Source: an optimization exercise on an open RTL-to-GDS flow (aim: small area). Production flows keep margins and buffers that such runs may drop.
At most, simulation tests tie the RTL to the original design; equivalence was not proved.
Power figures rest on the tool's default switching activity, not on a simulated workload.

==> flow/design.v (excerpt) <==
module scc_top
(
    input  logic               i_emuclk,
    input  logic               i_rst_n,
    input  logic [17:0]        i_req,
    output logic [7:0]         o_db,
    output logic signed [10:0] o_sound
);
    logic       wr, rd;
    logic [7:0] addr, wdata;
    logic [7:0] wdata_r;
    assign wr    = i_req[17];
    assign rd    = i_req[16];
    assign addr  = i_req[15:8];
    assign wdata = i_req[7:0];
    assign wdata_r = wdata & {8{i_rst_n}};
    logic [31:0] asel;
    logic [2:0]  wv;
    logic [2:0]  rv;
    scc_dec32 u_adec (.a(addr[4:0]), .sel(asel));
    for (genvar v = 0; v < 3; v++) begin : g_win
        logic win;
        assign win   = (addr[7:5] == 3'(v));
        assign wv[v] = wr && win;
        assign rv[v] = rd && win && i_rst_n;
    end
    logic [2:0][11:0] freq_q;
    logic [2:0][3:0]  vol_q;
    logic [2:0]       load_q;
    logic [2:0]       en_q;
    for (genvar v = 0; v < 3; v++) begin : g_reg
        logic lo_wr, hi_wr, vol_wr;
        assign lo_wr  = wr && (addr == 8'(8'h80 + 2 * v));
        assign hi_wr  = wr && (addr == 8'(8'h81 + 2 * v));
        assign vol_wr = wr && (addr == 8'(8'h8A + v));
        always_ff @(posedge i_emuclk) begin
            if (!i_rst_n || lo_wr)  freq_q[v][7:0]  <= wdata_r;
            if (!i_rst_n || hi_wr)  freq_q[v][11:8] <= wdata_r[3:0];
            if (!i_rst_n || vol_wr) vol_q[v]        <= wdata_r[3:0];
        end
        always_ff @(posedge i_emuclk) load_q[v] <= i_rst_n && (lo_wr || hi_wr);
    end
    always_ff @(posedge i_emuclk) begin
        if (!i_rst_n || (wr && addr == 8'h8F)) en_q <= wdata_r[2:0];
    end
    logic [2:0][7:0] samp_q;
    logic [2:0][7:0][2:0] cpu_p;
    for (genvar v = 0; v < 3; v++) begin : g_voice
        logic [11:0] pcnt;
        logic [12:0] brw;
        logic [11:0] pdec;
        logic [4:0]  ptr;
        logic        zero;
        logic [31:0] psel;
        logic [7:0]  mem [32];
        logic [7:0]  play;
        assign brw[0] = 1'b1;
        for (genvar k = 0; k < 12; k++) begin : g_brw
            assign pdec[k]    = pcnt[k] ^ brw[k];
            assign brw[k + 1] = brw[k] & ~pcnt[k];
        end
        assign zero = brw[12];
        always_ff @(posedge i_emuclk) begin
  ...
clock: 7.0 ns
lec_check: 0
cap_margin: 20
core_margin: 2
core_utilization: 40
slew_margin: 20
synth_hierarchical: 1
standard.sh (not shown) runs the stock make flow with config.mk's settings and CLKGATE_MAP_FILE= SYNTH_SCRIPT=/design/flow/synth_recipe.tcl, a recipe that flattens the netlist after the stock synthesis.
==> flow/flow/run.sh <==
#!/bin/bash
set -euo pipefail
export CTS_ARGS="-sink_clustering_enable -repair_clock_nets -dont_use_dummy_load -sink_buffer_max_cap_derate 1.0 -buf_list {sky130_fd_sc_hd__clkbuf_8 sky130_fd_sc_hd__clkbuf_16} -root_buf sky130_fd_sc_hd__clkbuf_16 -tree_buf sky130_fd_sc_hd__clkbuf_16 -sink_clustering_buffer sky130_fd_sc_hd__clkbuf_8 -sink_clustering_size 16 -sink_clustering_max_diameter 55"
export BUFFER_PORTS_ARGS="-buffer_cell sky130_fd_sc_hd__buf_1"
bash standard.sh > standard.log 2>&1
Then changed:
- CORE_UTILIZATION: 40 -> 55
=> Die area came out lower by 27%. Total power decreases by 0.93%. Utilization goes up by 16 points. Setup slack got worse by 0.12 ns. Synthesized cell count stays the same. Sequential share of layout area rises by 0.65 points. Clock skew fell by 0.016 ns. Register-to-register slack gets worse by 0.12 ns. Final area is lower by about 1.4%. Global-route usage rises by 11 points. Via count climbs by 2.9%.
No run of this note included a check of the RTL's function; only the layout flow was run.


== run 4 ==
scc_top, a different RTL version from the one above (not shown whole).
Size in the first run: ~3300 cells after synthesis, roughly 920 flip-flops, ~0.038 mm^2 of cells after synthesis.
## scc_top
module scc_top
(
    input  logic               i_emuclk,
    input  logic               i_rst_n,
    input  logic [17:0]        i_req,
    output logic [7:0]         o_db,
    output logic signed [10:0] o_sound
);
==> flow/config.mk <==
export PLATFORM = sky130hd
export DESIGN_NAME = scc_top
export DESIGN_NICKNAME = scc_top
export VERILOG_FILES = /design/flow/design.v
export SDC_FILE = /design/flow/constraint.sdc
export NUM_CORES = 4
export LEC_CHECK = 0
export CAP_MARGIN = 20
export CORE_MARGIN = 2
export CORE_UTILIZATION = 50
export SLEW_MARGIN = 20
export SYNTH_HIERARCHICAL = 1
==> flow/constraint.sdc <==
create_clock -name core_clock -period 7.0 [get_ports {i_emuclk}]
set_input_delay 1.4000 -clock core_clock [delete_from_list [all_inputs] [get_ports {i_emuclk}]]
set_output_delay 1.4000 -clock core_clock [all_outputs]
set_load 0.01 [all_outputs]
==> flow/flow/run.sh <==
#!/bin/bash
set -euo pipefail
export CTS_ARGS="-sink_clustering_enable -repair_clock_nets -dont_use_dummy_load -sink_buffer_max_cap_derate 1.0 -buf_list {sky130_fd_sc_hd__clkbuf_8 sky130_fd_sc_hd__clkbuf_16} -root_buf sky130_fd_sc_hd__clkbuf_16 -tree_buf sky130_fd_sc_hd__clkbuf_16 -sink_clustering_buffer sky130_fd_sc_hd__clkbuf_8 -sink_clustering_size 16 -sink_clustering_max_diameter 60"
export BUFFER_PORTS_ARGS="-buffer_cell sky130_fd_sc_hd__buf_1"
bash standard.sh > standard.log 2>&1
Run 4 has completed all stages; timing, DRC and antenna checks passed.
diff inputs: run 4 => run 2
# run 4
export LEC_CHECK = 0
export CAP_MARGIN = 20
export CORE_MARGIN = 2
export CORE_UTILIZATION = 50
export SLEW_MARGIN = 20
export SYNTH_HIERARCHICAL = 1
create_clock -name core_clock -period 7.0 [get_ports {i_emuclk}]
# run 2
export LEC_CHECK = 0
export CAP_MARGIN = 20
export CORE_MARGIN = 2
export CORE_UTILIZATION = 40
export SLEW_MARGIN = 20
export SYNTH_HIERARCHICAL = 1
create_clock -name core_clock -period 7.0 [get_ports {i_emuclk}]
==> flow/flow/run.sh <==
#!/bin/bash
set -euo pipefail
export CTS_ARGS="-sink_clustering_enable -repair_clock_nets -dont_use_dummy_load -sink_buffer_max_cap_derate 1.0 -buf_list {sky130_fd_sc_hd__clkbuf_8 sky130_fd_sc_hd__clkbuf_16} -root_buf sky130_fd_sc_hd__clkbuf_16 -tree_buf sky130_fd_sc_hd__clkbuf_16 -sink_clustering_buffer sky130_fd_sc_hd__clkbuf_8 -sink_clustering_size 18 -sink_clustering_max_diameter 60"
export BUFFER_PORTS_ARGS="-buffer_cell sky130_fd_sc_hd__buf_1"
bash standard.sh > standard.log 2>&1
[summary]
From run 2 to run 4, parity-gate share of the synthesized area counting xor and xnor cells did not move at all. Taking run 4 as the reference, in run 2 minimum setup slack among reg-to-reg paths barely changed; via density per instance dropped about 8%; height of the chip climbed 12%. Run 2 does worse than run 4 on clock period minus worst slack. Going from run 4 to run 2, final instance area went up by about 0.8%; non-clock buffer count has increased.


Another version of the RTL of scc_top (not shown whole).
For scale: roughly 3200 cells after synthesis, about 920 flip-flops, roughly 37000 sq um of cells after synthesis.
Settings: LEC_CHECK=0, CAP_MARGIN=20, CORE_MARGIN=2, CORE_UTILIZATION=45, SLEW_MARGIN=20, SYNTH_HIERARCHICAL=1; clock period 7.0 ns.
==> flow/flow/run.sh <==
#!/bin/bash
set -euo pipefail
export CTS_ARGS="-sink_clustering_enable -repair_clock_nets -dont_use_dummy_load -sink_buffer_max_cap_derate 1.0 -buf_list {sky130_fd_sc_hd__clkbuf_8 sky130_fd_sc_hd__clkbuf_16} -root_buf sky130_fd_sc_hd__clkbuf_16 -tree_buf sky130_fd_sc_hd__clkbuf_16 -sink_clustering_buffer sky130_fd_sc_hd__clkbuf_8 -sink_clustering_size 18 -sink_clustering_max_diameter 60"
export BUFFER_PORTS_ARGS="-buffer_cell sky130_fd_sc_hd__buf_1"
bash standard.sh > standard.log 2>&1
The starting point finished with timing, DRC and antenna clean.
Then changed:
Settings changed: CORE_UTILIZATION 45 to 40.
Result:
- The changed run ran to the end with no violations
- first-iteration DRC count came out lower by a few percent
- count of clock-buffer cells in the layout rises by 8
- wire length is about the same
- cell count goes up by a few percent
- combinational power hardly moves
- synthesized cell count stays the same
- critical path depth is unchanged

-- re-timing with driven ports --
How much do the figures lean on ideal ports? The routed layouts below were timed once more, with nothing changed but the port constraints.
Step 1 sets driving cells, clkbuf_16 on the clock port and buf_2 on the other inputs (assumed; they add their load-dependent delay and slew).
Step 2, shift: input delay + t, output delay - t, t = (earliest + latest rising clock arrival at the registers) / 2. This alone moves slack from input paths to output paths.
Three values: ideal, step 1, step 2; two values: the first two.
run	t (ns)	slack for setup (ns)	hold slack, ns	worst register clock-pin slew, ns	pins driven straight from the clock port
the first run of note 1	0.683	2.014 / 2.014 / 2.014	0.488 / 0.488 / 0.488	0.10 / 0.10	1
the second run of note 1	0.660	1.896 / 1.896 / 1.896	0.498 / 0.498 / 0.498	0.11 / 0.11	1
run 4	0.675	1.164 / 1.164 / 1.164	0.469 / 0.469 / 0.469	0.11 / 0.11	1
run 2	0.679	1.152 / 1.152 / 1.152	0.433 / 0.433 / 0.433	0.12 / 0.12	1
the first run of note 3	0.661	1.208 / 1.208 / 1.208	0.453 / 0.453 / 0.453	0.12 / 0.12	1
the second run of note 3	0.689	1.216 / 1.216 / 1.216	0.435 / 0.435 / 0.435	0.11 / 0.11	1
After both steps setup and hold are still met in every run listed.
